Source: an optimization exercise on an open RTL-to-GDS flow (aim: small area). Production flows keep margins and buffers that such runs may drop.
At most, simulation tests tie the RTL to the original design; equivalence was not proved.
Function not checked in run 5: the RTL went through the layout flow alone.
No activity file was given, so power comes from the tool's default toggle rates.

<file path="flow/config.mk">
export PLATFORM = sky130hd
export DESIGN_NAME = decode_dispatch
export DESIGN_NICKNAME = decode_dispatch
export VERILOG_FILES = /design/flow/design.v
export SDC_FILE = /design/flow/constraint.sdc
export NUM_CORES = 4
export LEC_CHECK = 0
export CAP_MARGIN = 0
export CORE_MARGIN = 2
export CORE_UTILIZATION = 65
export PLACE_DENSITY = 0.75
export SLEW_MARGIN = 0
export SYNTH_HIERARCHICAL = 1
export SYNTH_MINIMUM_KEEP_SIZE = 0
</file>
<file path="flow/constraint.sdc">
create_clock -name core_clock -period 5.0 [get_ports {clk}]
set_input_delay 1.0000 -clock core_clock [delete_from_list [all_inputs] [get_ports {clk}]]
set_output_delay 1.0000 -clock core_clock [all_outputs]
set_load 0.01 [all_outputs]
</file>
<file path="flow/design.v">
package dispatch_pkg;
  localparam int ROB_IDX_W = 4;
  typedef logic [31:0]          addr_t;
  typedef logic [31:0]          data_t;
  typedef logic [31:0]          instr_t;
  typedef logic [ROB_IDX_W-1:0] rob_idx_t;
  typedef logic [4:0]           reg_idx_t;
  typedef logic [3:0]           rs_op_t;
  typedef logic [1:0]           rob_op_t;
  typedef logic [2:0]           instr_class_t;
  localparam logic [6:0] OPC_R     = 7'b0110011;
  localparam logic [6:0] OPC_I     = 7'b0010011;
  localparam logic [6:0] OPC_B     = 7'b1100011;
  localparam logic [6:0] OPC_LUI   = 7'b0110111;
  localparam logic [6:0] OPC_AUIPC = 7'b0010111;
  localparam logic [6:0] OPC_JAL   = 7'b1101111;
  localparam logic [6:0] OPC_JALR  = 7'b1100111;
  localparam logic [2:0] F3_ADD_SUB = 3'b000;
  localparam logic [2:0] F3_SLL     = 3'b001;
  localparam logic [2:0] F3_SLT     = 3'b010;
  localparam logic [2:0] F3_SLTU    = 3'b011;
  localparam logic [2:0] F3_XOR     = 3'b100;
  localparam logic [2:0] F3_SRL_SRA = 3'b101;
  localparam logic [2:0] F3_OR      = 3'b110;
  localparam logic [2:0] F3_AND     = 3'b111;
  localparam logic [2:0] F3_BEQ  = 3'b000;
  localparam logic [2:0] F3_BNE  = 3'b001;
  localparam logic [2:0] F3_BLT  = 3'b100;
  localparam logic [2:0] F3_BGE  = 3'b101;
  localparam logic [2:0] F3_BLTU = 3'b110;
  localparam logic [2:0] F3_BGEU = 3'b111;
  localparam logic [6:0] F7_BASE = 7'b0000000;
  localparam logic [6:0] F7_ALT  = 7'b0100000;  
  localparam rs_op_t RS_ADD  = 4'd0;
  localparam rs_op_t RS_SUB  = 4'd1;
  localparam rs_op_t RS_SLL  = 4'd2;
  localparam rs_op_t RS_SLT  = 4'd3;
  localparam rs_op_t RS_SLTU = 4'd4;
  localparam rs_op_t RS_XOR  = 4'd5;
  localparam rs_op_t RS_SRL  = 4'd6;
  localparam rs_op_t RS_SRA  = 4'd7;
  localparam rs_op_t RS_OR   = 4'd8;
  localparam rs_op_t RS_AND  = 4'd9;
  localparam rs_op_t RS_BEQ  = 4'd10;
  localparam rs_op_t RS_BNE  = 4'd11;
  localparam rs_op_t RS_BLT  = 4'd12;
  localparam rs_op_t RS_BGE  = 4'd13;
  localparam rs_op_t RS_BLTU = 4'd14;
  localparam rs_op_t RS_BGEU = 4'd15;
  localparam rob_op_t ROB_REG = 2'd0;
  localparam rob_op_t ROB_BR  = 2'd1;
  localparam instr_class_t CLS_NONE   = 3'd0;
  localparam instr_class_t CLS_ALU_R  = 3'd1;
  localparam instr_class_t CLS_ALU_I  = 3'd2;
  localparam instr_class_t CLS_BRANCH = 3'd3;
  localparam instr_class_t CLS_LUI    = 3'd4;
  localparam instr_class_t CLS_AUIPC  = 3'd5;
  localparam instr_class_t CLS_JAL    = 3'd6;
  localparam instr_class_t CLS_JALR   = 3'd7;
endpackage
`timescale 1ns/1ps
module operand_bypass (
  input  logic                   rs1_busy,
  input  dispatch_pkg::rob_idx_t rs1_dep,
  input  dispatch_pkg::data_t    rs1_val,
  input  logic                   rs2_busy,
  input  dispatch_pkg::rob_idx_t rs2_dep,
  input  logic                   cdb_en,
  input  dispatch_pkg::rob_idx_t cdb_rob_idx,
  input  dispatch_pkg::data_t    cdb_val,
  output logic                   op1_pend,
  output dispatch_pkg::data_t    op1_raw,       
  output logic                   op2_pend,
  output logic                   op2_use_reg,   
  output logic                   op2_use_cdb    
);
  logic hit1, hit2;
  assign hit1 = cdb_en && (rs1_dep == cdb_rob_idx);
  assign hit2 = cdb_en && (rs2_dep == cdb_rob_idx);
  assign op1_pend    = rs1_busy && !hit1;
  assign op2_pend    = rs2_busy && !hit2;
  assign op2_use_reg = !rs2_busy;
  assign op2_use_cdb = rs2_busy && hit2;
  ao22 #(.W(32)) u_op1_raw (
    .s0(!rs1_busy), .d0(rs1_val),
    .s1(rs1_busy), .d1(cdb_val),
    .y(op1_raw)
  );
endmodule
`timescale 1ns/1ps
module instr_decode (
  input  dispatch_pkg::instr_t if_instr,
  input  dispatch_pkg::addr_t  if_pc,
  input  dispatch_pkg::data_t  op1_raw,     
  output logic                 is_alu_r,
  output logic                 is_alu_i,
  output logic                 is_branch,
  output logic                 is_lui,
  output logic                 is_auipc,
  output logic                 is_jal,
  output logic                 is_jalr,
  output dispatch_pkg::rs_op_t rs_op,
  output logic                 imm_sx,      
  output logic                 imm_mid,     
  output dispatch_pkg::addr_t  pc_plus4,
  output dispatch_pkg::addr_t  sum
);
  logic [6:0] opcode;
  logic [2:0] funct3;
  logic       f7_alt;
  logic       shift;
  dispatch_pkg::data_t add_a;
  dispatch_pkg::data_t add_b;
  assign opcode = if_instr[6:0];
  assign funct3 = if_instr[14:12];
  assign f7_alt = (if_instr[31:25] == dispatch_pkg::F7_ALT);
  assign is_alu_r  = (opcode == dispatch_pkg::OPC_R);
  assign is_alu_i  = (opcode == dispatch_pkg::OPC_I);
  assign is_branch = (opcode == dispatch_pkg::OPC_B);
  assign is_lui    = (opcode == dispatch_pkg::OPC_LUI);
  assign is_auipc  = (opcode == dispatch_pkg::OPC_AUIPC);
  assign is_jal    = (opcode == dispatch_pkg::OPC_JAL);
  assign is_jalr   = (opcode == dispatch_pkg::OPC_JALR);
  always_comb begin
    if (is_branch) begin
      case (funct3)
        dispatch_pkg::F3_BNE:  rs_op = dispatch_pkg::RS_BNE;
        dispatch_pkg::F3_BLT:  rs_op = dispatch_pkg::RS_BLT;
        dispatch_pkg::F3_BGE:  rs_op = dispatch_pkg::RS_BGE;
        dispatch_pkg::F3_BLTU: rs_op = dispatch_pkg::RS_BLTU;
        dispatch_pkg::F3_BGEU: rs_op = dispatch_pkg::RS_BGEU;
        default:               rs_op = dispatch_pkg::RS_BEQ;
      endcase
    end else begin
      case (funct3)
        dispatch_pkg::F3_ADD_SUB: rs_op = (is_alu_r && f7_alt) ? dispatch_pkg::RS_SUB : dispatch_pkg::RS_ADD;
        dispatch_pkg::F3_SLL:     rs_op = dispatch_pkg::RS_SLL;
        dispatch_pkg::F3_SLT:     rs_op = dispatch_pkg::RS_SLT;
        dispatch_pkg::F3_SLTU:    rs_op = dispatch_pkg::RS_SLTU;
        dispatch_pkg::F3_XOR:     rs_op = dispatch_pkg::RS_XOR;
        dispatch_pkg::F3_SRL_SRA: rs_op = f7_alt ? dispatch_pkg::RS_SRA : dispatch_pkg::RS_SRL;
        dispatch_pkg::F3_OR:      rs_op = dispatch_pkg::RS_OR;
        default:                  rs_op = dispatch_pkg::RS_AND;
      endcase
    end
  end
  assign shift   = (funct3 == dispatch_pkg::F3_SLL) || (funct3 == dispatch_pkg::F3_SRL_SRA);
  assign imm_mid = !shift;
  assign imm_sx  = !shift && (funct3 != dispatch_pkg::F3_SLTU) && if_instr[31];
  inc30 u_inc (.a(if_pc[31:2]), .y(pc_plus4[31:2]));
  assign pc_plus4[1:0] = if_pc[1:0];
  logic u_type, j_type, b_type, i_type;
  assign u_type = !opcode[6];                            
  assign j_type = opcode[3];                             
  assign b_type = !opcode[2];                            
  assign i_type = opcode[6] && !opcode[3] && opcode[2];  
  ao22 #(.W(32)) u_add_a (
    .s0(i_type), .d0(op1_raw),
    .s1(!i_type && !(u_type && opcode[5])), .d1(if_pc),
    .y(add_a)
  );
  logic b_uj, b_i;
  assign b_uj = u_type || j_type;
  assign add_b[0]     = i_type && if_instr[20];
  ao22 #(.W(4)) u_b4 (
    .s0(opcode[6] && b_type), .d0(if_instr[11:8]),
    .s1(opcode[6] && !b_type), .d1(if_instr[24:21]),
    .y(add_b[4:1]));
  assign add_b[10:5]  = {6{opcode[6]}} & if_instr[30:25];
  assign add_b[11]    = u_type ? 1'b0 : b_type ? if_instr[7] : j_type ? if_instr[20] : if_instr[31];
  ao22 #(.W(8)) u_b12 (
    .s0(b_uj), .d0(if_instr[19:12]),
    .s1(!b_uj), .d1({8{if_instr[31]}}),
    .y(add_b[19:12]));
  ao22 #(.W(11)) u_b20 (
    .s0(u_type), .d0(if_instr[30:20]),
    .s1(!u_type), .d1({11{if_instr[31]}}),
    .y(add_b[30:20]));
  assign add_b[31]    = if_instr[31];
  add32 u_add (.a(add_a), .b(add_b), .s(sum));
endmodule
module add32 (
  input  logic [31:0] a,
  input  logic [31:0] b,
  output logic [31:0] s
);
  logic [31:0] ap, ag, c;
  assign ap = a ^ b;
  assign ag = a & b;
  always_comb begin
    logic cb;
    cb = 1'b0;
    for (int j = 0; j < 32; j += 3) begin
      logic gg, pp, cr;
      gg = 1'b0;
      pp = 1'b1;
      cr = cb;
      for (int i = j; i < j + 3 && i < 32; i++) begin
        c[i] = cr;
        cr = ag[i] | (ap[i] & cr);
        gg = ag[i] | (ap[i] & gg);
        pp = pp & ap[i];
      end
      cb = gg | (pp & cb);
    end
  end
  assign s = ap ^ c;
endmodule
module inc30 (
  input  logic [29:0] a,
  output logic [29:0] y
);
  logic [29:0] c;
  always_comb begin
    logic cb;
    cb = 1'b1;
    for (int j = 0; j < 30; j += 4) begin
      logic cr, ba;
      cr = cb;
      ba = 1'b1;
      for (int i = j; i < j + 4 && i < 30; i++) begin
        c[i] = cr;
        cr = cr & a[i];
        ba = ba & a[i];
      end
      cb = cb & ba;
    end
  end
  assign y = a ^ c;
endmodule
`timescale 1ns/1ps
module ao22_1 (
  input  logic s0, d0, s1, d1,
  output logic y
);
  assign y = (s0 && d0) || (s1 && d1);
endmodule
module ao222_1 (
  input  logic s0, d0, s1, d1, s2, d2,
  output logic y
);
  assign y = (s0 && d0) || (s1 && d1) || (s2 && d2);
endmodule
module ao2222_1 (
  input  logic s0, d0, s1, d1, s2, d2, s3, d3,
  output logic y
);
  assign y = (s0 && d0) || (s1 && d1) || (s2 && d2) || (s3 && d3);
endmodule
module ao2212_1 (
  input  logic s0, d0, s1, d1, t2, s3, d3,
  output logic y
);
  assign y = (s0 && d0) || (s1 && d1) || t2 || (s3 && d3);
endmodule
module mux2_1 (
  input  logic s, d0, d1,
  output logic y
);
  assign y = s ? d1 : d0;
endmodule
module mux2 #(parameter int W = 32) (
  input  logic         s,
  input  logic [W-1:0] d0,
  input  logic [W-1:0] d1,
  output logic [W-1:0] y
);
  for (genvar i = 0; i < W; i++) begin : g
    mux2_1 u (.s(s), .d0(d0[i]), .d1(d1[i]), .y(y[i]));
  end
endmodule
module ao22 #(parameter int W = 32) (
  input  logic         s0,
  input  logic [W-1:0] d0,
  input  logic         s1,
  input  logic [W-1:0] d1,
  output logic [W-1:0] y
);
  for (genvar i = 0; i < W; i++) begin : g
    ao22_1 u (.s0(s0), .d0(d0[i]), .s1(s1), .d1(d1[i]), .y(y[i]));
  end
endmodule
module ao222 #(parameter int W = 32) (
  input  logic         s0,
  input  logic [W-1:0] d0,
  input  logic         s1,
  input  logic [W-1:0] d1,
  input  logic         s2,
  input  logic [W-1:0] d2,
  output logic [W-1:0] y
);
  for (genvar i = 0; i < W; i++) begin : g
    ao222_1 u (.s0(s0), .d0(d0[i]), .s1(s1), .d1(d1[i]), .s2(s2), .d2(d2[i]), .y(y[i]));
  end
endmodule
module dispatch_regs (
  input  logic                   clk,
  input  logic                   rst,
  input  logic                   roll_back,
  input  logic                   if_in_en,
  input  logic                   jump,
  input  dispatch_pkg::addr_t    if_pc,
  input  dispatch_pkg::instr_t   if_instr,
  input  logic                   is_alu_r,
  input  logic                   is_alu_i,
  input  logic                   is_branch,
  input  logic                   is_lui,
  input  logic                   is_auipc,
  input  logic                   is_jal,
  input  logic                   is_jalr,
  input  dispatch_pkg::rs_op_t   rs_op,
  input  logic                   imm_sx,
  input  logic                   imm_mid,
  input  dispatch_pkg::addr_t    pc_plus4,
  input  dispatch_pkg::addr_t    sum,
  input  logic                   op1_pend,
  input  logic                   op2_pend,
  input  dispatch_pkg::data_t    op1_raw,
  input  logic                   op2_use_reg,
  input  logic                   op2_use_cdb,
  input  dispatch_pkg::data_t    rs2_val,
  input  dispatch_pkg::data_t    cdb_val,
  input  dispatch_pkg::rob_idx_t rs1_dep,
  input  dispatch_pkg::rob_idx_t rs2_dep,
  input  dispatch_pkg::rob_idx_t rob_idx_nxt,
  output logic                   stall_reset,
  output dispatch_pkg::addr_t    new_pc,
  output dispatch_pkg::rob_idx_t stall_rob_idx,
  output logic                   rf_en,
  output logic                   rs_en,
  output dispatch_pkg::rs_op_t   rs_op_out,
  output dispatch_pkg::data_t    rs_vj,
  output logic                   rs_qj_en,
  output dispatch_pkg::rob_idx_t rs_qj,
  output dispatch_pkg::data_t    rs_vk,
  output logic                   rs_qk_en,
  output dispatch_pkg::rob_idx_t rs_qk,
  output dispatch_pkg::rob_idx_t rs_rob_idx,
  output logic                   rob_en,
  output dispatch_pkg::rob_idx_t rob_idx,
  output logic                   rob_ready,
  output logic                   rob_op_br,
  output dispatch_pkg::reg_idx_t rob_dest,
  output dispatch_pkg::data_t    rob_val,
  output logic                   rob_jump,
  output dispatch_pkg::addr_t    rob_pc,
  output dispatch_pkg::addr_t    rob_alt_pc
);
  logic run;           
  logic disp;          
  logic is_rs;
  logic has_result;
  logic rd_nz;
  logic redirect;
  dispatch_pkg::reg_idx_t rd;
  logic ld_any, kp_any;      
  logic ld_rs, kp_rs;        
  logic ld_vk_reg, ld_vk_cdb, ld_vk_lo, ld_vk_mid, ld_vk_hi;
  logic ld_npc_p4, ld_npc_sum, kp_npc;
  logic ld_stall, kp_stall;
  logic ld_val_p4, ld_val_sum, kp_val;
  logic ld_alt_p4, ld_alt_sum, kp_alt;
  assign rd         = if_instr[11:7];
  assign run        = !(rst || roll_back);
  assign is_rs      = is_alu_r || is_alu_i || is_branch;
  assign has_result = is_lui || is_auipc || is_jal || is_jalr;
  assign disp       = if_in_en && (is_rs || has_result);
  assign rd_nz      = (rd != 5'd0);
  assign redirect   = is_branch || is_jal || (is_jalr && !op1_pend);
  assign ld_any     = run && disp;
  assign kp_any     = run && !disp;
  assign ld_rs      = ld_any && is_rs;
  assign kp_rs      = run && !(disp && is_rs);
  assign ld_vk_reg  = ld_rs && !is_alu_i && op2_use_reg;
  assign ld_vk_cdb  = ld_rs && !is_alu_i && op2_use_cdb;
  assign ld_vk_lo   = ld_rs && is_alu_i;
  assign ld_vk_mid  = ld_rs && is_alu_i && imm_mid;
  assign ld_vk_hi   = ld_rs && is_alu_i && imm_sx;
  assign ld_npc_p4  = ld_any && is_branch && !jump;
  assign ld_npc_sum = ld_any && redirect && !(is_branch && !jump);
  assign kp_npc     = run && !(disp && redirect);
  assign ld_stall   = ld_any && is_jalr && op1_pend;
  assign kp_stall   = run && !(disp && is_jalr && op1_pend);
  assign ld_val_p4  = ld_any && (is_branch || is_jal || is_jalr);
  assign ld_val_sum = ld_any && (is_lui || is_auipc);
  assign kp_val     = run && !(disp && !is_alu_r && !is_alu_i);
  assign ld_alt_p4  = ld_any && is_branch && jump;
  assign ld_alt_sum = ld_any && is_branch && !jump;
  assign kp_alt     = run && !(disp && is_branch);
  dispatch_pkg::addr_t    new_pc_d, rob_pc_d, rob_val_d, rob_alt_pc_d;
  dispatch_pkg::data_t    rs_vj_d, rs_vk_d;
  dispatch_pkg::rob_idx_t stall_rob_idx_d, rs_qj_d, rs_qk_d, rs_rob_idx_d;
  dispatch_pkg::rs_op_t   rs_op_d;
  dispatch_pkg::reg_idx_t rob_dest_d;
  logic                   rob_ready_d, rob_op_br_d, rob_jump_d, rs_qj_en_d, rs_qk_en_d;
  ao222 #(.W(32)) u_new_pc (
    .s0(ld_npc_p4), .d0(pc_plus4), .s1(ld_npc_sum), .d1({sum[31:1], sum[0] && !is_jalr}),
    .s2(kp_npc), .d2(new_pc), .y(new_pc_d));
  ao222 #(.W(32)) u_rob_val (
    .s0(ld_val_p4), .d0(pc_plus4), .s1(ld_val_sum), .d1(sum), .s2(kp_val), .d2(rob_val),
    .y(rob_val_d));
  ao222 #(.W(32)) u_rob_alt_pc (
    .s0(ld_alt_p4), .d0(pc_plus4), .s1(ld_alt_sum), .d1(sum), .s2(kp_alt), .d2(rob_alt_pc),
    .y(rob_alt_pc_d));
  ao22 #(.W(32)) u_rob_pc (
    .s0(ld_any), .d0(if_pc), .s1(kp_any), .d1(rob_pc), .y(rob_pc_d));
  ao22 #(.W(5)) u_rob_dest (
    .s0(ld_any), .d0(rd), .s1(kp_any), .d1(rob_dest), .y(rob_dest_d));
  ao22 #(.W(3)) u_rob_flags (
    .s0(ld_any), .d0({has_result, is_branch, is_branch && jump}),
    .s1(kp_any), .d1({rob_ready, rob_op_br, rob_jump}),
    .y({rob_ready_d, rob_op_br_d, rob_jump_d}));
  ao22 #(.W(4)) u_stall_rob_idx (
    .s0(ld_stall), .d0(rs1_dep), .s1(kp_stall), .d1(stall_rob_idx), .y(stall_rob_idx_d));
  ao22 #(.W(32)) u_rs_vj (
    .s0(ld_rs && !op1_pend), .d0(op1_raw), .s1(kp_rs), .d1(rs_vj), .y(rs_vj_d));
  ao22 #(.W(17)) u_rs_small (
    .s0(ld_rs), .d0({rs_op, rs1_dep, rs2_dep, rob_idx_nxt, op1_pend}),
    .s1(kp_rs), .d1({rs_op_out, rs_qj, rs_qk, rs_rob_idx, rs_qj_en}),
    .y({rs_op_d, rs_qj_d, rs_qk_d, rs_rob_idx_d, rs_qj_en_d}));
  ao22_1 u_rs_qk_en (
    .s0(ld_rs && !is_alu_i), .d0(op2_pend), .s1(kp_rs), .d1(rs_qk_en), .y(rs_qk_en_d));
  for (genvar i = 0; i < 32; i++) begin : g_vk
    if (i >= 12) begin : g_hi
      ao2212_1 u (.s0(ld_vk_reg), .d0(rs2_val[i]), .s1(ld_vk_cdb), .d1(cdb_val[i]),
                  .t2(ld_vk_hi), .s3(kp_rs), .d3(rs_vk[i]), .y(rs_vk_d[i]));
    end else begin : g_lo
      ao2222_1 u (.s0(ld_vk_reg), .d0(rs2_val[i]), .s1(ld_vk_cdb), .d1(cdb_val[i]),
                  .s2(i >= 5 ? ld_vk_mid : ld_vk_lo), .d2(if_instr[20+i]),
                  .s3(kp_rs), .d3(rs_vk[i]), .y(rs_vk_d[i]));
    end
  end
  always_ff @(posedge clk) begin
    rob_idx <= rob_idx_nxt;
  end
  always_ff @(posedge clk) begin
    stall_reset   <= ld_any && redirect;
    rf_en         <= ld_any && !is_branch && rd_nz;
    rs_en         <= ld_rs;
    rob_en        <= ld_any && (!has_result || rd_nz);
    new_pc        <= new_pc_d;
    stall_rob_idx <= stall_rob_idx_d;
    rob_ready     <= rob_ready_d;
    rob_op_br     <= rob_op_br_d;
    rob_jump      <= rob_jump_d;
    rob_dest      <= rob_dest_d;
    rob_pc        <= rob_pc_d;
    rob_val       <= rob_val_d;
    rob_alt_pc    <= rob_alt_pc_d;
    rs_op_out     <= rs_op_d;
    rs_vj         <= rs_vj_d;
    rs_qj_en      <= rs_qj_en_d;
    rs_qj         <= rs_qj_d;
    rs_vk         <= rs_vk_d;
    rs_qk_en      <= rs_qk_en_d;
    rs_qk         <= rs_qk_d;
    rs_rob_idx    <= rs_rob_idx_d;
  end
endmodule
`timescale 1ns/1ps
module decode_dispatch (
  input  logic                   clk,
  input  logic                   rst,
  input  logic                   roll_back,
  input  logic                   if_in_en,
  input  dispatch_pkg::addr_t    if_pc,
  input  dispatch_pkg::instr_t   if_instr,
  input  logic                   jump,
  input  logic                   rs1_busy,
  input  dispatch_pkg::rob_idx_t rs1_dep,
  input  dispatch_pkg::data_t    rs1_val,
  input  logic                   rs2_busy,
  input  dispatch_pkg::rob_idx_t rs2_dep,
  input  dispatch_pkg::data_t    rs2_val,
  input  logic                   cdb_en,
  input  dispatch_pkg::rob_idx_t cdb_rob_idx,
  input  dispatch_pkg::data_t    cdb_val,
  input  dispatch_pkg::rob_idx_t rob_idx_nxt,
  output logic                   stall_reset,
  output dispatch_pkg::addr_t    new_pc,
  output dispatch_pkg::rob_idx_t stall_rob_idx,
  output logic                   rf_en,
  output dispatch_pkg::reg_idx_t rf_dest,
  output dispatch_pkg::rob_idx_t rf_rob_idx,
  output logic                   rs_en,
  output dispatch_pkg::rs_op_t   rs_op_out,
  output dispatch_pkg::data_t    rs_vj,
  output logic                   rs_qj_en,
  output dispatch_pkg::rob_idx_t rs_qj,
  output dispatch_pkg::data_t    rs_vk,
  output logic                   rs_qk_en,
  output dispatch_pkg::rob_idx_t rs_qk,
  output dispatch_pkg::rob_idx_t rs_rob_idx,
  output logic                   rob_en,
  output dispatch_pkg::rob_idx_t rob_idx,
  output logic                   rob_ready,
  output dispatch_pkg::rob_op_t  rob_op,
  output dispatch_pkg::reg_idx_t rob_dest,
  output dispatch_pkg::data_t    rob_val,
  output logic                   rob_jump,
  output dispatch_pkg::addr_t    rob_pc,
  output dispatch_pkg::addr_t    rob_alt_pc
);
  logic                 op1_pend;
  logic                 op2_pend;
  dispatch_pkg::data_t  op1_raw;
  logic                 op2_use_reg, op2_use_cdb;
  logic                 imm_sx, imm_mid;
  logic                 is_alu_r, is_alu_i, is_branch, is_lui, is_auipc, is_jal, is_jalr;
  dispatch_pkg::rs_op_t rs_op;
    dispatch_pkg::addr_t  pc_plus4;
  dispatch_pkg::addr_t  sum;
  logic                 rob_op_br;
  operand_bypass u_operand_bypass (
    .rs1_busy(rs1_busy), .rs1_dep(rs1_dep), .rs1_val(rs1_val),
    .rs2_busy(rs2_busy), .rs2_dep(rs2_dep),
    .cdb_en(cdb_en), .cdb_rob_idx(cdb_rob_idx), .cdb_val(cdb_val),
    .op1_pend(op1_pend), .op1_raw(op1_raw),
    .op2_pend(op2_pend), .op2_use_reg(op2_use_reg), .op2_use_cdb(op2_use_cdb)
  );
  instr_decode u_instr_decode (
    .if_instr(if_instr), .if_pc(if_pc), .op1_raw(op1_raw),
    .is_alu_r(is_alu_r), .is_alu_i(is_alu_i), .is_branch(is_branch), .is_lui(is_lui),
    .is_auipc(is_auipc), .is_jal(is_jal), .is_jalr(is_jalr),
    .rs_op(rs_op), .imm_sx(imm_sx), .imm_mid(imm_mid), .pc_plus4(pc_plus4), .sum(sum)
  );
  dispatch_regs u_dispatch_regs (
    .clk(clk), .rst(rst), .roll_back(roll_back), .if_in_en(if_in_en), .jump(jump),
    .if_pc(if_pc), .if_instr(if_instr),
    .is_alu_r(is_alu_r), .is_alu_i(is_alu_i), .is_branch(is_branch), .is_lui(is_lui),
    .is_auipc(is_auipc), .is_jal(is_jal), .is_jalr(is_jalr),
    .rs_op(rs_op), .imm_sx(imm_sx), .imm_mid(imm_mid), .pc_plus4(pc_plus4), .sum(sum),
    .op1_pend(op1_pend), .op2_pend(op2_pend), .op1_raw(op1_raw),
    .op2_use_reg(op2_use_reg), .op2_use_cdb(op2_use_cdb), .rs2_val(rs2_val), .cdb_val(cdb_val),
    .rs1_dep(rs1_dep), .rs2_dep(rs2_dep), .rob_idx_nxt(rob_idx_nxt),
    .stall_reset(stall_reset), .new_pc(new_pc), .stall_rob_idx(stall_rob_idx),
    .rf_en(rf_en), .rs_en(rs_en), .rs_op_out(rs_op_out), .rs_vj(rs_vj), .rs_qj_en(rs_qj_en),
    .rs_qj(rs_qj), .rs_vk(rs_vk), .rs_qk_en(rs_qk_en), .rs_qk(rs_qk),
    .rs_rob_idx(rs_rob_idx), .rob_en(rob_en), .rob_idx(rob_idx),
    .rob_ready(rob_ready), .rob_op_br(rob_op_br), .rob_dest(rob_dest), .rob_val(rob_val),
    .rob_jump(rob_jump), .rob_pc(rob_pc), .rob_alt_pc(rob_alt_pc)
  );
  assign rob_op     = {1'b0, rob_op_br};
  assign rf_dest    = rob_dest;
  assign rf_rob_idx = rob_idx;
endmodule
</file>
<file path="flow/flow/run.sh">
#!/bin/bash
# Standard ORFS layout with two changes: the port buffers use the smallest
# buffer cell, and the clock tree uses few, large sink clusters and no dummy loads.
export BUFFER_PORTS_ARGS="-buffer_cell sky130_fd_sc_hd__buf_1"
export CTS_ARGS="-sink_clustering_enable -repair_clock_nets -dont_use_dummy_load -sink_clustering_size 35 -sink_clustering_max_diameter 70 -buf_list {sky130_fd_sc_hd__clkbuf_16}"
bash standard.sh > standard.log 2>&1
</file>
<file path="flow/standard.sh">
#!/bin/bash
# synth_recipe.tcl (not shown) runs the flow's synth.tcl, then flattens the netlist and writes it again
# the make line also repeats each setting of config.mk as NAME=value (left out here)
make -C /OpenROAD-flow-scripts/flow DESIGN_CONFIG=/design/flow/config.mk WORK_HOME=/design/flow/orfs CLKGATE_MAP_FILE= SYNTH_SCRIPT=/design/flow/synth_recipe.tcl "${@:-finish}"
</file>
==> results of run 1 <==
-- per-module statistics from Yosys (local to each module, per instance), excerpt --
module,cells inside,flops+latches,cell area (um^2),times used
instr_decode,55,0,341.6,1
operand_bypass,15,0,113.9,1
ao222_1,2,0,13.76,96
add32,116,0,1224,1
dispatch_regs,281,230,4891,1
ao2222_1,3,0,18.77,12
inc30,46,0,440.4,1
ao22_1,1,0,8.758,181
ao2212_1,3,0,16.27,20
decode_dispatch,12,0,86.33,1
-- placed cells by master, fill, tap and decap left out, types with 19 or more instances in the layout --
cell type and count:
buf_1 421, buf_4 37, ha_1 50, nor2_1 22, fa_1 19, a22o_1 181
a222oi_1 96, dfxtp_1 230, xor2_1 21, a22oi_1 45, inv_1 114, a21oi_1 32
nand2_1 39
-- cell families after synthesis --
kind of cell / after synthesis / share of synthesized area, %
flip-flops: 230 / 43.63
adder cells (fa/ha/maj): 71 / 9.911
buffers and inverters: 133 / 5.299
multiplexers: 1 / 0.09485
AO/OA/AOI/OAI: 400 / 32.15
XOR/XNOR: 26 / 2.158
AND/OR/NAND/NOR: 132 / 6.722
other: 1 / 0.03553
-- critical path: cells and delay by family --
kind                     cells  cell delay, ns
adder cells (fa/ha/maj)      5            1.71
buffers and inverters        4            0.54
AO/OA/AOI/OAI                7            1.50
XOR/XNOR                     1            0.20
-- metal layers --
metal / track usage [%] / vias up / wire length (um)
met4: 24.94 / 0 / 2615
met1: 55.90 / 5253 / 14440
met2: 71.09 / 930 / 18380
li1: - / 4833 / -
met3: 7.716 / 169 / 4710
met5: 0 / - / 0
-- through the flow --
| step | hold WS (ns) | setup WS (ns) | utilization (%) |
|---|---|---|---|
| floorplan | 0.4407 | 0.00009859 | - |
| global placement | 0.4499 | 0.07548 | 79.85 |
| detailed placement | 0.4517 | -0.09436 | 79.85 |
| CTS | 0.4717 | 0.3603 | 81.74 |
| global route | 0.4958 | 0.2033 | 81.79 |
| finish | 0.4776 | 0.3793 | 81.79 |
-- sequential cells by signal (all words and copies together) (netlist names), 4 cells and up --
register	cells
u_dispatch_regs.new_pc	32
u_dispatch_regs.rob_alt_pc	32
u_dispatch_regs.rob_pc	32
u_dispatch_regs.rob_val	32
u_dispatch_regs.rs_vj	32
u_dispatch_regs.rs_vk	32
u_dispatch_regs.rob_dest	5
u_dispatch_regs.rob_idx	4
u_dispatch_regs.rs_op_out	4
u_dispatch_regs.rs_qj	4
u_dispatch_regs.rs_qk	4
u_dispatch_regs.rs_rob_idx	4
u_dispatch_regs.stall_rob_idx	4
-- power groups by stage --
stage | combinational (W) | sequential, W | clock [W]
floorplan | 0.000329 | 0.00189 | 0
global placement | 0.000564 | 0.00188 | 0
detailed placement | 0.000579 | 0.00188 | 0
CTS | 0.000584 | 0.00184 | 0.00101
global route | 0.000642 | 0.00184 | 0.00108
finish | 0.000606 | 0.00184 | 0.00101
-- area by class of cell --
class,instances,share of cell area [%]
antenna,3,0.05778
multi-input combinational,631,42.17
tap,216,2.080
sequential,230,35.44
inverter,114,3.294
timing repair buffer,461,14.65
clock buffer,12,2.311
-- worst max-delay path by stage --
| stage | to | slack [ns] | cells after the start |
|---|---|---|---|
| after CTS | u_dispatch_regs.rob_val[14] | 0.36 | 17 |
| after global routing | u_dispatch_regs.rob_val[14] | 0.20 | 17 |
| after detailed placement | u_dispatch_regs.rob_val[14] | -0.09 | 17 |
| final | u_dispatch_regs.rob_val[14] | 0.38 | 17 |
| after global placement | u_dispatch_regs.rob_val[20] | 0.08 | 17 |
| after floorplan | u_dispatch_regs.rob_alt_pc[20] | 0.0001 | 18 |
==> impl_metrics.toml, run 1 <==
[worst_setup_path]
timing.rr.end = "u_dispatch_regs.rob_val[14]"
cp_cell_sequence = "clkbuf_2 -> inv_1 -> a22o_1 -> a22o_1 -> ha_1 -> fa_2 -> fa_2 -> a21oi_1 -> o21a_1 -> buf_4 -> o21ai_0 -> a21bo_2 -> fa_1 -> fa_1 -> xor2_1 -> a222oi_1 -> inv_1"
ff2ff_path_depth = 2
required_ns = 5.34
worstPathArrival_ns = 4.96
crit_path_end_kind = "register"
startpoint = "rs1_busy"
critPathLaunchType = "input port"
cp_slowest_stage_delay_ns = 0.39
slowest_stage = "fa_1"
rrSetupSlack_ns = 4.13
path_class = "input port to register"
r2r-start = "u_dispatch_regs.rob_val[14]"
crit_fanout = 3

[power_and_ir_drop]
sw_frac_of_total_pct = 27.74
p_int_w = 0.002499
peakVddDrop_mv = 0.2202
netSwitchingPower_w = 0.0009590
power.total_w = 0.003458
power_density_nw_per_um2 = 266.1
p_comb_share_pct = 17.5
p_clk_share_pct = 29.2
leakagePower_nw = 5.946
power_frac_seq_pct = 53.3

[layout]
layout-drive-gt1-share_pct = 5.870
nNetsFinal = 1705
stdcell_count = 1667
seqCellArea_um2 = 4604
areaGrowthSynthToFinish_pct = 23.11
fin_area_um2 = 12990
multi_input_area_um2 = 5479
fillCellCount = 1081

[timing]
setup-tns-final_ns = 0
relSlewSlack_pct = 26.45
tightest_slew_ns = 1.103
slew_violations = 0
fin_crit_ns = 4.621
hold_viol = 0
fmax_ghz = 0.2164
rsz0062_at_grt = "no"
fin_worst_skew_ns = 0
period_share_pct = 92.41
setup_viol = 0

[synthesis]
synth_flop_cell = "dfxtp_1"
synth.yosys.warnings = 10
synth_edf_count = 0
synthArstFlopShare_pct = 0
seq_area_frac_synth_pct = 43.63
synthTopCellsByCount = "dfxtp_1, a22o_1, inv_1"
synth.top_cells.by_area = "dfxtp_1, a22o_1, a222oi_1, ha_1, inv_1"
syn_nets = 1249
ys_ff_latch = 230
netlist.area_leader.share_pct = 43.63
netlist_instances = 994
synth_area_leader_cell = "dfxtp_1"
syn_avg_cell_area_um2 = 10.62
yosysMostFrequentCell = "dfxtp_1"
synth_area_um2 = 10550
yosys.cell_types.count = 57

[clock_network]
cts_root_buf = "clkbuf_16"
clkSlewWorstSetupHoldPaths_ns = 0.06
cts_hold_buf = 0
htreeDepth = 1
tritoncts = "done"
clock_path_buffers = 3
cts-buffers-inserted = 12
post_cts_buffers = 0
insertion_delay_ns = 0.46
clkSinkCount = 230
cts-resized-gates = 0

[route]
drtPass1Iterations = 10
route.detailed.drc = 0
post_drt_via_cell_ratio = 6.710
drt_iter0_markers = 1818
wl_per_cell_um = 24.09
drt_wl_total_um = 40150
ant_nets = 0
routed-via-count = 11185

[hold_path]
worstHoldPathCells = 1
hold_path_startpoint = "u_dispatch_regs.rob_pc[30]"
hold_path_end = "u_dispatch_regs.rob_pc[30]"
hp-class = "register to register"

[global_routing]
grt_pass1_vias = 10673
grt_pass1_wl_um = 60540
grt_overflow_total = 0
track_usage_pct = 44.02
grt_antenna_before_repair = 3
grt_max_degree = 65

[floorplan]
io_pins = 424
fp.dieH_um = 131.4
coreArea_um2 = 15890
rows = 46
die_w_um = 131.4
die-area_um2 = 17270
initial_core_util_pct = 66.44

[outcome]
status = "finished clean"

[place]
post_dp_cell_area_um2 = 12680
place.detailed.hpwl_um = 29930
place_inst = 1652
gp_congestion = 1.011
io_buffers = 422

[run]
maxCapViolCount = 0
==> run 2: changes to the inputs <==
==> flow/flow/run.sh (replaced) <==
#!/bin/bash
# Standard ORFS layout with two changes: the port buffers use the smallest
# buffer cell, and the clock tree uses few, large sink clusters and no dummy loads.
export BUFFER_PORTS_ARGS="-buffer_cell sky130_fd_sc_hd__buf_1"
export CTS_ARGS="-sink_clustering_enable -repair_clock_nets -dont_use_dummy_load -sink_clustering_size 20 -sink_clustering_max_diameter 60 -buf_list {sky130_fd_sc_hd__clkbuf_8}"
bash standard.sh > standard.log 2>&1
==> impl_metrics.toml, run 2 <==
[clock_network]
insertion_delay_ns = 0.50
cts_hold_buf = 0
htreeDepth = 1
cts_root_buf = "clkbuf_8"
cts-resized-gates = 0
clock_path_buffers = 3
clkSlewWorstSetupHoldPaths_ns = 0.11
tritoncts = "done"
post_cts_buffers = 0
cts-buffers-inserted = 16
clkSinkCount = 230

[timing]
fin_crit_ns = 4.561
fmax_ghz = 0.2192
layout_setup_ws_ns = 0.4387
setup_viol = 0
period_share_pct = 91.23
slew_violations = 0
hold_viol = 0
rsz0062_at_grt = "no"
setup-tns-final_ns = 0
relSlewSlack_pct = 26.74
fin_worst_skew_ns = 0
tightest_slew_ns = 1.099

[synthesis]
synth_edf_count = 0
synthTopCellsByCount = "dfxtp_1, a22o_1, inv_1"
synth_flop_cell = "dfxtp_1"
synth_area_leader_cell = "dfxtp_1"
syn_avg_cell_area_um2 = 10.62
seq_area_frac_synth_pct = 43.63
synthMuxAreaShare_pct = 0.09484
synth_area_um2 = 10550
syn_nets = 1249
netlist_instances = 994
yosysMostFrequentCell = "dfxtp_1"
synth_xor_area_share_pct = 2.158
yosys.cell_types.count = 57
synth-simple-area-share_pct = 6.722
synthAdderAreaFrac_pct = 9.911
netlist.area_leader.share_pct = 43.63
synth.top_cells.by_area = "dfxtp_1, a22o_1, a222oi_1, ha_1, inv_1"
synthArstFlopShare_pct = 0
synth_top_family_by_area = "compound AO/OA/AOI/OAI gates"
synth.yosys.warnings = 10
ys_ff_latch = 230
synth_compound_area_share_pct = 32.15

[layout]
nNetsFinal = 1709
layout-drive-gt1-share_pct = 6.129
final_cell_mix = "buf_1, dfxtp_1, a22o_1, inv_1, a222oi_1"
stdcell_count = 1670
final_common_cell = "buf_1"
areaGrowthSynthToFinish_pct = 22.32
fillCellCount = 1107
multi_input_area_um2 = 5479
seqCellArea_um2 = 4604

[route]
ant_nets = 0
wl_per_cell_um = 24.19
post_drt_via_cell_ratio = 6.780
drt_iter0_markers = 1878
routed-via-count = 11322
drtPass1Iterations = 11
route.detailed.drc = 0
drt_wl_total_um = 40400

[worst_setup_path]
path_class = "input port to register"
slowest_stage = "fa_1"
crit_path_end_kind = "register"
startpoint = "rs1_busy"
cp_cell_sequence = "clkbuf_2 -> inv_1 -> a22o_1 -> a22o_1 -> ha_1 -> fa_2 -> fa_2 -> a21oi_1 -> o21a_1 -> buf_4 -> o21ai_0 -> a21bo_2 -> fa_1 -> fa_1 -> xor2_1 -> a222oi_1 -> inv_1"
critPathTopFamily = "adder cells"
worstPathArrival_ns = 4.97
crit_fanout = 3
cp_slowest_stage_delay_ns = 0.38
r2r-start = "u_dispatch_regs.rob_val[14]"
critPathLaunchType = "input port"
path_buf_inv = 4
required_ns = 5.41

[floorplan]
io_pins = 424
initial_core_util_pct = 66.44
die_w_um = 131.4
die-area_um2 = 17270
coreArea_um2 = 15890
fp.dieH_um = 131.4
rows = 46

[global_routing]
track_usage_pct = 44.17
grt_util_met2_pct = 71.61
grt_util_met1_pct = 55.58
busiest_layer = "met2"
grt_pass1_wl_um = 60730
grt_max_degree = 65
grt_pass1_vias = 10816
met3_usage_pct = 7.407
grt_overflow_total = 0
grt_antenna_before_repair = 2

[power_and_ir_drop]
peakVddDrop_mv = 0.2460
leakagePower_nw = 5.913
power_density_nw_per_um2 = 257.2

[place]
gp_congestion = 1.011
place.detailed.hpwl_um = 29930
io_buffers = 422
dpl_worst_slack_ns = -0.09436
place_inst = 1652

[hold_path]
hp-class = "register to register"
hold_path_startpoint = "u_dispatch_regs.rob_pc[25]"

[outcome]
status = "finished clean"

[run]
maxCapViolCount = 0
run 2: cell counts after synthesis:
Identical to the previous run, type by type.
run 2: final cells by class:
cell class,instances,area share (%)
antenna,2,0.03877
clock buffer,16,1.706
inverter,114,3.315
multi-input combinational,631,42.44
sequential,230,35.67
tap,216,2.093
timing repair buffer,461,14.74
run 2: per-module statistics from Yosys, one instance, submodules excluded, excerpt:
module           area (um^2)  cells
instr_decode           341.6     55
ao222_1                13.76      2
decode_dispatch        86.33     12
ao22_1                 8.758      1
add32                   1224    116
ao2222_1               18.77      3
operand_bypass         113.9     15
run 2: logic make-up after synthesis:
logic type               count (synthesis)
AO/OA/AOI/OAI                          400
XOR/XNOR                                26
adder cells (fa/ha/maj)                 71
buffers and inverters                  133
flip-flops                             230
multiplexers                             1
other                                    1
AND/OR/NAND/NOR                        132
run 2: per-layer routing:
layer  up-vias  share of wire [%]
li1       4851                  -
met1      5396                 36
met2       899                 46
met3       176                 11
met4         0                6.7
met5         -                  0
run 2: per-stage QoR:
stage / hold WS (ns) / total power [W] / util (%) / area, um^2
2_1_floorplan: 0.4407 / 0.002215 / - / 10580
3_3_place_gp: 0.4499 / 0.002447 / 79.85 / 12680
3_5_place_dp: 0.4517 / 0.002462 / 79.85 / 12680
4_1_cts: 0.4820 / 0.003289 / 81.24 / 12900
5_1_grt: 0.4993 / 0.003408 / 81.27 / 12910
6_report: 0.4810 / 0.003321 / 81.27 / 12910
run 2: final timing paths:
kind	end	slack [ns]	depth (start not counted)
hold reg to reg	u_dispatch_regs.rob_pc[25]	0.48	1
hold / removal	u_dispatch_regs.rob_pc[25]	0.48	1
setup reg to reg	u_dispatch_regs.rob_val[14]	4.11	2
setup / recovery	u_dispatch_regs.rob_val[14]	0.44	17
run 2: power breakdown:
part / internal, W / switching (W)
Sequential: 0.00184 / 0.00000385
Clock: 0.000292 / 0.000579
Combinational: 0.000227 / 0.000381
Total: 0.00236 / 0.000964
==> run 3: changes to the inputs <==
==> flow/flow/run.sh (replaced) <==
#!/bin/bash
# Standard ORFS layout with two changes: the port buffers use the smallest
# buffer cell, and the clock tree uses few, large sink clusters and no dummy loads.
export BUFFER_PORTS_ARGS="-buffer_cell sky130_fd_sc_hd__buf_1"
export CTS_ARGS="-sink_clustering_enable -repair_clock_nets -dont_use_dummy_load -sink_clustering_size 18 -sink_clustering_max_diameter 60 -buf_list {sky130_fd_sc_hd__clkbuf_8}"
bash standard.sh > standard.log 2>&1
==> impl_metrics.toml, run 3 <==
[worst_setup_path]
crit_end = "u_dispatch_regs.rob_val[14]"
required_ns = 5.42
worstPathArrival_ns = 4.97
timing.rr.end = "u_dispatch_regs.rob_val[14]"
startpoint = "rs1_busy"
ff2ff_path_depth = 2
critPathLaunchType = "input port"
rrSetupSlack_ns = 4.13
crit_fanout = 3
path_class = "input port to register"
r2r-start = "u_dispatch_regs.rob_val[14]"
crit_path_end_kind = "register"

[route]
drt_iter0_markers = 1854
drt_wl_total_um = 40100
drtPass1Iterations = 9
routed-via-count = 11235
post_drt_via_cell_ratio = 6.728
route.detailed.drc = 0
ant_nets = 0
wl_per_cell_um = 24.01

[clock_network]
cts_hold_buf = 0
clkSinkCount = 230
post_cts_buffers = 0
tritoncts = "done"
cts-buffers-inserted = 16
clkSlewWorstSetupHoldPaths_ns = 0.11
insertion_delay_ns = 0.53
clock_path_buffers = 3
cts_root_buf = "clkbuf_8"
htreeDepth = 1
cts-resized-gates = 0

[synthesis]
synth_area_um2 = 10550
synthArstFlopShare_pct = 0
syn_avg_cell_area_um2 = 10.62
netlist_instances = 994
synth.yosys.warnings = 10
netlist.area_leader.share_pct = 43.63
seq_area_frac_synth_pct = 43.63
yosys.cell_types.count = 57
ys_ff_latch = 230
synth_edf_count = 0
synth_flop_cell = "dfxtp_1"
synth.top_cells.by_area = "dfxtp_1, a22o_1, a222oi_1, ha_1, inv_1"
synthTopCellsByCount = "dfxtp_1, a22o_1, inv_1"
syn_nets = 1249
yosysMostFrequentCell = "dfxtp_1"
synth_area_leader_cell = "dfxtp_1"

[floorplan]
initial_core_util_pct = 66.44
fp.dieH_um = 131.4
coreArea_um2 = 15890
io_pins = 424
die-area_um2 = 17270
rows = 46
die_w_um = 131.4

[timing]
tightest_slew_ns = 1.092
setup_viol = 0
hold_viol = 0
slew_violations = 0
period_share_pct = 90.95
fmax_ghz = 0.2199
fin_crit_ns = 4.547
rsz0062_at_grt = "no"
fin_worst_skew_ns = 0
relSlewSlack_pct = 27.21
holdWs_ns = 0.4785

[layout]
areaGrowthSynthToFinish_pct = 22.32
final_common_cell = "buf_1"
layout-drive-gt1-share_pct = 6.129
postLayoutCoreUtil_pct = 81.27
nNetsFinal = 1709
final_cell_mix = "buf_1, dfxtp_1, a22o_1, inv_1, a222oi_1"

[global_routing]
grt_antenna_before_repair = 2
grt_max_degree = 65
grt_overflow_total = 0
grt_pass1_wl_um = 60230
track_usage_pct = 43.87
grt_pass1_vias = 10674

[place]
gp_congestion = 1.011
place.detailed.hpwl_um = 29930
io_buffers = 422

[outcome]
status = "finished clean"

[run]
maxCapViolCount = 0

[power_and_ir_drop]
power_density_nw_per_um2 = 256.6
leakagePower_nw = 5.913
power.total_w = 0.003313
peakVddDrop_mv = 0.2642

[hold_path]
worstHoldPathCells = 1
hp-class = "register to register"
[run 3: metal layers]
metal  share of wire, %  up-vias  track usage, %
met4                6.4        0           24.15
met5                  0        -               0
met2                 46      931           71.47
met3                 12      177           6.867
met1                 36     5284           55.99
li1                   -     4843               -
[run 3: cell type report]
type / count / area (um^2)
Multi-Input combinational cell: 631 / 5479
Tap cell: 216 / 270.3
Antenna cell: 2 / 5.005
Fill cell: 1098 / 2975
Sequential cell: 230 / 4604
Timing Repair Buffer: 461 / 1903
Inverter: 114 / 427.9
Clock buffer: 16 / 220.2
[run 3: logic make-up (layout without fill, tap and decap cells)]
kind of cell	count (synthesis)	count (layout)	share of synthesized area, %
AOI/OAI and AO/OA	400	400	32.15
DFF	230	230	43.63
buffers and inverters	133	591	5.299
and+or+nand+nor	132	132	6.722
adders and majority gates	71	71	9.911
xor gates and xnor gates	26	26	2.158
other	1	3	0.03553
muxes	1	1	0.09485
[run 3: critical path, stage by stage]
cell and delay (ns):
clkbuf_2 0.19, inv_1 0.14, a22o_1 0.27, a22o_1 0.22, ha_1 0.21, fa_2 0.36, fa_2 0.37, a21oi_1 0.15
o21a_1 0.21, buf_4 0.13, o21ai_0 0.10, a21bo_2 0.25, fa_1 0.38, fa_1 0.39, xor2_1 0.20, a222oi_1 0.30
inv_1 0.09
[run 3: worst min-delay path by stage]
| stage | endpoint | from | slack (ns) |
|---|---|---|---|
| final | u_dispatch_regs.rob_pc[25] | u_dispatch_regs.rob_pc[25] | 0.48 |
| after global routing | u_dispatch_regs.rs_vj[4] | u_dispatch_regs.rs_vj[4] | 0.50 |
| after CTS | u_dispatch_regs.rs_rob_idx[0] | u_dispatch_regs.rs_rob_idx[0] | 0.48 |
| after detailed placement | u_dispatch_regs.rob_pc[26] | u_dispatch_regs.rob_pc[26] | 0.45 |
| after global placement | u_dispatch_regs.rob_pc[10] | u_dispatch_regs.rob_pc[10] | 0.45 |
| after floorplan | u_dispatch_regs.rob_op_br | u_dispatch_regs.rob_op_br | 0.44 |
[run 3: Yosys stat by module (local to each module, per instance), excerpt]
module / flops+latches / times used / cells / area, um^2
dispatch_regs: 230 / 1 / 281 / 4891
inc30: 0 / 1 / 46 / 440.4
ao22_1: 0 / 181 / 1 / 8.758
ao2212_1: 0 / 20 / 3 / 16.27
decode_dispatch: 0 / 1 / 12 / 86.33
instr_decode: 0 / 1 / 55 / 341.6
operand_bypass: 0 / 1 / 15 / 113.9
[run 3: where the power goes]
| part | leakage, nW | total, W | internal, W | switching, W |
|---|---|---|---|---|
| Combinational | 3.94 | 0.000606 | 0.000227 | 0.000379 |
| Sequential | 1.85 | 0.00184 | 0.00184 | 0.00000381 |
| Clock | 0.115 | 0.000866 | 0.000292 | 0.000574 |
[run 3: metrics by stage]
| step | std cells | setup TNS, ns | worst slack [ns] | cell area [um^2] |
|---|---|---|---|---|
| 2_1_floorplan | 994 | 0 | 0.00009859 | 10580 |
| 3_3_place_gp | 1652 | 0 | 0.07548 | 12680 |
| 3_5_place_dp | 1652 | -0.1236 | -0.09436 | 12680 |
| 4_1_cts | 1668 | 0 | 0.4528 | 12900 |
| 5_1_grt | 1670 | 0 | 0.2969 | 12910 |
| 6_report | 1670 | 0 | 0.4525 | 12910 |
==> run 4: changes to the inputs <==
==> flow/flow/run.sh (replaced) <==
#!/bin/bash
# Standard ORFS layout with two changes: the port buffers use the smallest
# buffer cell, and the clock tree uses few, large sink clusters and no dummy loads.
export BUFFER_PORTS_ARGS="-buffer_cell sky130_fd_sc_hd__buf_1"
export CTS_ARGS="-sink_clustering_enable -repair_clock_nets -dont_use_dummy_load -sink_clustering_size 16 -sink_clustering_max_diameter 60 -buf_list {sky130_fd_sc_hd__clkbuf_4 sky130_fd_sc_hd__clkbuf_8}"
bash standard.sh > standard.log 2>&1
==> impl_metrics.toml, run 4 <==
[outcome]
status = "finished clean"

[power_and_ir_drop]
peakVddDrop_mv = 0.2095
p_comb_share_pct = 18.0
sw_frac_of_total_pct = 28.95
power_density_nw_per_um2 = 259.9
netSwitchingPower_w = 0.0009735
leakagePower_nw = 5.927
power_frac_seq_pct = 54.7
power.total_w = 0.003363
p_clk_share_pct = 27.2
p_int_w = 0.002390

[layout]
final_cell_mix = "buf_1, dfxtp_1, a22o_1, inv_1, a222oi_1"
nNetsFinal = 1711
postLayoutCoreUtil_pct = 81.46
layout-drive-gt1-share_pct = 6.259
areaGrowthSynthToFinish_pct = 22.61
fin_area_um2 = 12940
final_common_cell = "buf_1"
fillCellCount = 1098

[synthesis]
synth.top_cells.by_area = "dfxtp_1, a22o_1, a222oi_1, ha_1, inv_1"
synthTopCellsByCount = "dfxtp_1, a22o_1, inv_1"
synth_area_um2 = 10550
synth_area_leader_cell = "dfxtp_1"
yosysMostFrequentCell = "dfxtp_1"
netlist_instances = 994
seq_area_frac_synth_pct = 43.63
syn_avg_cell_area_um2 = 10.62
synth.yosys.warnings = 10
synthArstFlopShare_pct = 0
synth_edf_count = 0
syn_nets = 1249
netlist.area_leader.share_pct = 43.63
yosys.cell_types.count = 57
ys_ff_latch = 230
synth_flop_cell = "dfxtp_1"

[worst_setup_path]
required_ns = 5.41
timing.rr.end = "u_dispatch_regs.new_pc[30]"
path_class = "input port to register"
r2r-start = "u_dispatch_regs.new_pc[30]"
worstPathArrival_ns = 4.97
crit_fanout = 3
crit_path_end_kind = "register"
rrSetupSlack_ns = 4.13
critPathLaunchType = "input port"
ff2ff_path_depth = 2

[global_routing]
track_usage_pct = 44.08
grt_antenna_before_repair = 3
grt_max_degree = 65
grt_pass1_vias = 10754
grt_pass1_wl_um = 60620
grt_overflow_total = 0

[place]
gp_congestion = 1.011
dpl_worst_slack_ns = -0.09436
place.detailed.hpwl_um = 29930
post_dp_cell_area_um2 = 12680
io_buffers = 422

[timing]
fin_worst_skew_ns = 0
setup_viol = 0
relSlewSlack_pct = 28.37
hold_viol = 0
fmax_ghz = 0.2196
layout_setup_ws_ns = 0.4462
tightest_slew_ns = 1.074
period_share_pct = 91.08
rsz0062_at_grt = "no"
fin_crit_ns = 4.554
holdWs_ns = 0.4735
slew_violations = 0

[clock_network]
tritoncts = "done"
insertion_delay_ns = 0.52
cts-resized-gates = 0
post_cts_buffers = 0
clock_path_buffers = 3
clkSlewWorstSetupHoldPaths_ns = 0.10
cts-buffers-inserted = 18
cts_root_buf = "clkbuf_8"
htreeDepth = 1
clkSinkCount = 230
cts_hold_buf = 0

[floorplan]
rows = 46
coreArea_um2 = 15890
initial_core_util_pct = 66.44
io_pins = 424
fp.dieH_um = 131.4
die_w_um = 131.4
die-area_um2 = 17270

[route]
drt_iter0_markers = 1815
drt_wl_total_um = 40240
post_drt_via_cell_ratio = 6.717
ant_nets = 0
route.detailed.drc = 0
wl_per_cell_um = 24.05
drtPass1Iterations = 10
routed-via-count = 11237

[hold_path]
hold_path_startpoint = "u_dispatch_regs.rob_pc[25]"
worstHoldPathCells = 1
hp-class = "register to register"
hold_path_end = "u_dispatch_regs.rob_pc[25]"

[run]
maxCapViolCount = 0
-- run 4: cell counts after synthesis --
Identical to the previous run, type by type.
-- run 4: how the worst max path moves through the flow --
stage | startpoint | to | slack (ns) | depth (start not counted)
detailed placement | rs1_busy | u_dispatch_regs.rob_val[14] | -0.09 | 17
floorplan | if_instr[3] | u_dispatch_regs.rob_alt_pc[20] | 0.0001 | 18
global placement | rs1_busy | u_dispatch_regs.rob_val[20] | 0.08 | 17
CTS | rs1_busy | u_dispatch_regs.rob_val[14] | 0.45 | 17
finish | rs1_busy | u_dispatch_regs.rob_val[14] | 0.45 | 17
global route | if_instr[6] | u_dispatch_regs.rob_alt_pc[20] | 0.28 | 18
-- run 4: cell families after synthesis --
group	share of synthesized area, %
AO/OA/AOI/OAI	32.15
flip-flops	43.63
buffers and inverters	5.299
AND/OR/NAND/NOR	6.722
adder cells (fa/ha/maj)	9.911
XOR/XNOR	2.158
other	0.03553
multiplexers	0.09485
-- run 4: metal layers --
metal | GRT usage, % | wire length [um]
met5 | 0 | 0
met4 | 25.66 | 2763
met3 | 7.330 | 4713
met2 | 71.29 | 18290
met1 | 55.83 | 14480
-- run 4: cell type report --
class / count / area, um^2 / share of cell area, %
multi-input combinational: 631 / 5479 / 42.34
sequential: 230 / 4604 / 35.58
timing repair buffer: 461 / 1903 / 14.71
inverter: 114 / 427.9 / 3.307
tap: 216 / 270.3 / 2.089
clock buffer: 18 / 247.7 / 1.915
antenna: 3 / 7.507 / 0.05802
-- run 4: power by group through the flow --
stage	clock network, W	registers [W]	logic, W
global route	0.000980	0.00184	0.000641
finish	0.000916	0.00184	0.000606
floorplan	0	0.00189	0.000329
CTS	0.000904	0.00184	0.000584
detailed placement	0	0.00188	0.000579
global placement	0	0.00188	0.000564
-- run 4: worst max-delay path, stage by stage --
cell and delay (ns):
clkbuf_2 0.19, inv_1 0.14, a22o_1 0.27, a22o_1 0.22, ha_1 0.21, fa_2 0.36, fa_2 0.37, a21oi_1 0.14
o21a_1 0.21, buf_4 0.13, o21ai_0 0.10, a21bo_2 0.25, fa_1 0.37, fa_1 0.38, xor2_1 0.21, a222oi_1 0.30
inv_1 0.09
-- run 4: modules after synthesis (local to each module, per instance), a selection --
module | copies in the design | flip-flops and latches
ao2212_1 | 20 | 0
dispatch_regs | 1 | 230
decode_dispatch | 1 | 0
instr_decode | 1 | 0
operand_bypass | 1 | 0
inc30 | 1 | 0
add32 | 1 | 0
ao222_1 | 96 | 0
ao22_1 | 181 | 0
-- run 4: stage by stage --
step / instances / TNS [ns]
3_5_place_dp: 1652 / -0.1236
6_report: 1673 / 0
3_3_place_gp: 1652 / 0
5_1_grt: 1673 / 0
2_1_floorplan: 994 / 0
4_1_cts: 1670 / 0
==> run 5: changes to the inputs <==
--- a/flow/design.v
+++ b/flow/design.v
@@ -394,13 +394,22 @@
   dispatch_pkg::reg_idx_t rob_dest_d;
   logic                   rob_ready_d, rob_op_br_d, rob_jump_d, rs_qj_en_d, rs_qk_en_d;
-  ao222 #(.W(32)) u_new_pc (
-    .s0(ld_npc_p4), .d0(pc_plus4), .s1(ld_npc_sum), .d1({sum[31:1], sum[0] && !is_jalr}),
-    .s2(kp_npc), .d2(new_pc), .y(new_pc_d));
-  ao222 #(.W(32)) u_rob_val (
-    .s0(ld_val_p4), .d0(pc_plus4), .s1(ld_val_sum), .d1(sum), .s2(kp_val), .d2(rob_val),
-    .y(rob_val_d));
-  ao222 #(.W(32)) u_rob_alt_pc (
-    .s0(ld_alt_p4), .d0(pc_plus4), .s1(ld_alt_sum), .d1(sum), .s2(kp_alt), .d2(rob_alt_pc),
-    .y(rob_alt_pc_d));
+  ao222 #(.W(31)) u_new_pc (
+    .s0(ld_npc_p4), .d0(pc_plus4[31:1]), .s1(ld_npc_sum), .d1(sum[31:1]),
+    .s2(kp_npc), .d2(new_pc[31:1]), .y(new_pc_d[31:1]));
+  ao22_1 u_new_pc0 (
+    .s0(ld_npc_p4 || (ld_npc_sum && !is_jalr)), .d0(if_pc[0]),
+    .s1(kp_npc), .d1(new_pc[0]), .y(new_pc_d[0]));
+  ao222 #(.W(30)) u_rob_val (
+    .s0(ld_val_p4), .d0(pc_plus4[31:2]), .s1(ld_val_sum), .d1(sum[31:2]),
+    .s2(kp_val), .d2(rob_val[31:2]), .y(rob_val_d[31:2]));
+  ao22 #(.W(2)) u_rob_val_lo (
+    .s0(ld_val_p4 || (ld_val_sum && is_auipc)), .d0(if_pc[1:0]),
+    .s1(kp_val), .d1(rob_val[1:0]), .y(rob_val_d[1:0]));
+  ao222 #(.W(31)) u_rob_alt_pc (
+    .s0(ld_alt_p4), .d0(pc_plus4[31:1]), .s1(ld_alt_sum), .d1(sum[31:1]),
+    .s2(kp_alt), .d2(rob_alt_pc[31:1]), .y(rob_alt_pc_d[31:1]));
+  ao22_1 u_rob_alt_pc0 (
+    .s0(ld_alt_p4 || ld_alt_sum), .d0(if_pc[0]),
+    .s1(kp_alt), .d1(rob_alt_pc[0]), .y(rob_alt_pc_d[0]));
   ao22 #(.W(32)) u_rob_pc (
     .s0(ld_any), .d0(if_pc), .s1(kp_any), .d1(rob_pc), .y(rob_pc_d));
==> impl_metrics.toml, run 5 <==
[worst_setup_path]
required_ns = 5.38
cp_common_cell = "fa_2"
cp_cell_sequence = "clkbuf_2 -> inv_1 -> a22o_1 -> a22o_1 -> ha_2 -> fa_2 -> fa_2 -> a21oi_2 -> o21a_1 -> o31ai_2 -> or3_1 -> a221o_1 -> fa_2 -> fa_2 -> xor2_2 -> a222oi_1 -> inv_1"
slowest_stage = "fa_2"
path_class = "input port to register"
cp_slowest_stage_delay_ns = 0.38
worstPathArrival_ns = 4.96
crit_fanout = 4
crit_path_end_kind = "register"
critPathLaunchType = "input port"

[clock_network]
cts_hold_buf = 0
cts-resized-gates = 0
cts-buffers-inserted = 18
clkSinkCount = 230
insertion_delay_ns = 0.52
tritoncts = "done"
post_cts_buffers = 0
clkSlewWorstSetupHoldPaths_ns = 0.10
htreeDepth = 1
clock_path_buffers = 3
cts_root_buf = "clkbuf_8"

[global_routing]
grt_pass1_wl_um = 58710
grt_max_degree = 53
grt_pass1_vias = 10630
grt_antenna_before_repair = 0
track_usage_pct = 42.81
grt_overflow_total = 0

[layout]
postLayoutCoreUtil_pct = 81.47
nNetsFinal = 1712
final_cell_mix = "buf_1, dfxtp_1, a22o_1, inv_1, a222oi_1"
layout-drive-gt1-share_pct = 6.598
fillCellCount = 1099
antennaDiodeCount = 0
stdcell_count = 1671
multi_input_area_um2 = 5489
final_common_cell = "buf_1"
areaGrowthSynthToFinish_pct = 22.85
seqCellArea_um2 = 4604

[timing]
layout_setup_ws_ns = 0.4168
relSlewSlack_pct = 35.81
fin_worst_skew_ns = 0
fin_crit_ns = 4.583
period_share_pct = 91.66
fmax_ghz = 0.2182
setup-tns-final_ns = 0
hold_viol = 0
rsz0062_at_grt = "no"
tightest_slew_ns = 0.9628
setup_viol = 0
slew_violations = 0

[place]
dpl_worst_slack_ns = -0.06549
place_inst = 1653
place.detailed.hpwl_um = 29010
io_buffers = 422
gp_congestion = 0.9600

[route]
route.detailed.drc = 0
post_drt_via_cell_ratio = 6.737
drtPass1Iterations = 13
drt_wl_total_um = 39190
routed-via-count = 11257
ant_nets = 0
wl_per_cell_um = 23.45
drt_iter0_markers = 2056

[floorplan]
io_pins = 424
initial_core_util_pct = 66.31
fp.dieH_um = 131.3
coreArea_um2 = 15890
die-area_um2 = 17240
die_w_um = 131.3
rows = 46

[synthesis]
synth_area_um2 = 10530
synth.yosys.warnings = 10
syn_nets = 1246
netlist_instances = 991
syn_avg_cell_area_um2 = 10.63

[power_and_ir_drop]
peakVddDrop_mv = 0.2098
leakagePower_nw = 5.917
power.total_w = 0.003354
power_density_nw_per_um2 = 259.2

[outcome]
status = "finished clean"

[run]
maxCapViolCount = 0

[hold_path]
hp-class = "register to register"
-- run 5: cell types whose count changed in the layout (fill, tap and decap cells not counted), sizes merged, moves of 3 or more --
| cell | delta |
|---|---|
| nor2 | -4 |
| a22o | +4 |
| o21ai | -3 |
| a222oi | -4 |
| and2 | +3 |
| nand2 | +3 |
| nand3 | +3 |
| inv | -3 |
| nor2b | -4 |
| diode | -3 |
-- run 5: per-layer routing --
metal,routed length (um),global-route usage (%)
met5,0,0
met2,17900,69.94
met3,4926,7.793
met1,14080,54.27
met4,2278,22.64
-- run 5: worst paths after layout --
kind | slack [ns] | startpoint | end | depth (start not counted)
setup / recovery | 0.42 | rs1_busy | u_dispatch_regs.rob_val[26] | 17
hold / removal | 0.48 | u_dispatch_regs.rob_pc[18] | u_dispatch_regs.rob_pc[18] | 1
setup reg to reg | 4.16 | u_dispatch_regs.rob_val[22] | u_dispatch_regs.rob_val[22] | 2
hold reg to reg | 0.48 | u_dispatch_regs.rob_pc[18] | u_dispatch_regs.rob_pc[18] | 1
-- run 5: layout make-up --
type                       instances  share of cell area (%)
timing repair buffer             462                   14.76
sequential                       230                   35.58
tap                              216                   2.088
multi-input combinational        634                   42.42
clock buffer                      18                   1.914
inverter                         111                   3.239
-- run 5: critical path, delay by kind of cell --
kind	cells	cell delay (ns)
buffers and inverters	3	0.30
adder cells (fa/ha/maj)	5	1.63
AO/OA/AOI/OAI	7	1.51
AND/OR/NAND/NOR	1	0.34
XOR/XNOR	1	0.17
-- run 5: through the flow --
stage          area (um^2)  hold WS, ns
6_report             12940       0.4788
5_1_grt              12940       0.4924
4_1_cts              12940       0.4790
3_5_place_dp         12690       0.4506
3_3_place_gp         12690       0.4507
2_1_floorplan        10610       0.4407
-- run 5: where the power goes --
group          leakage [nW]  internal, W  switching, W
logic                  3.93     0.000229      0.000375
clock network         0.129     0.000326      0.000584
registers              1.85      0.00184    0.00000366

-- separate check: timing with driven ports --
Ports are ideal in the flow. The routed layouts listed here were re-timed in OpenROAD.
Step 1 assumes that a clkbuf_16 drives the clock port and a buf_2 every other input.
Step 2 times the ports against the registers' clock, not the clock port: input delays grow and output delays shrink by t, the midpoint of the rising clock arrivals with the driver on.
Slacks: ideal ports / drivers / drivers and shift; pairs: ideal ports / drivers.
run | shift t [ns] | setup slack, ns | worst hold slack (ns) | clock arrival spread, ns
run 1 | 0.514 | 0.379 / 0.397 / -0.117 | 0.478 / 0.478 / 0.478 | 0.064 / 0.064
run 2 | 0.548 | 0.439 / 0.453 / -0.095 | 0.481 / 0.481 / 0.481 | 0.069 / 0.069
run 3 | 0.558 | 0.453 / 0.467 / -0.091 | 0.479 / 0.479 / 0.479 | 0.038 / 0.037
run 4 | 0.556 | 0.446 / 0.462 / -0.095 | 0.474 / 0.474 / 0.474 | 0.029 / 0.029
run 5 | 0.550 | 0.417 / 0.416 / -0.135 | 0.479 / 0.479 / 0.479 | 0.039 / 0.039
Met with ideal ports but missed after step 2: setup timing in every run listed. The setup slack of run 5, which loses most, moves by -0.001 ns with the drivers and by -0.552 ns with both steps.
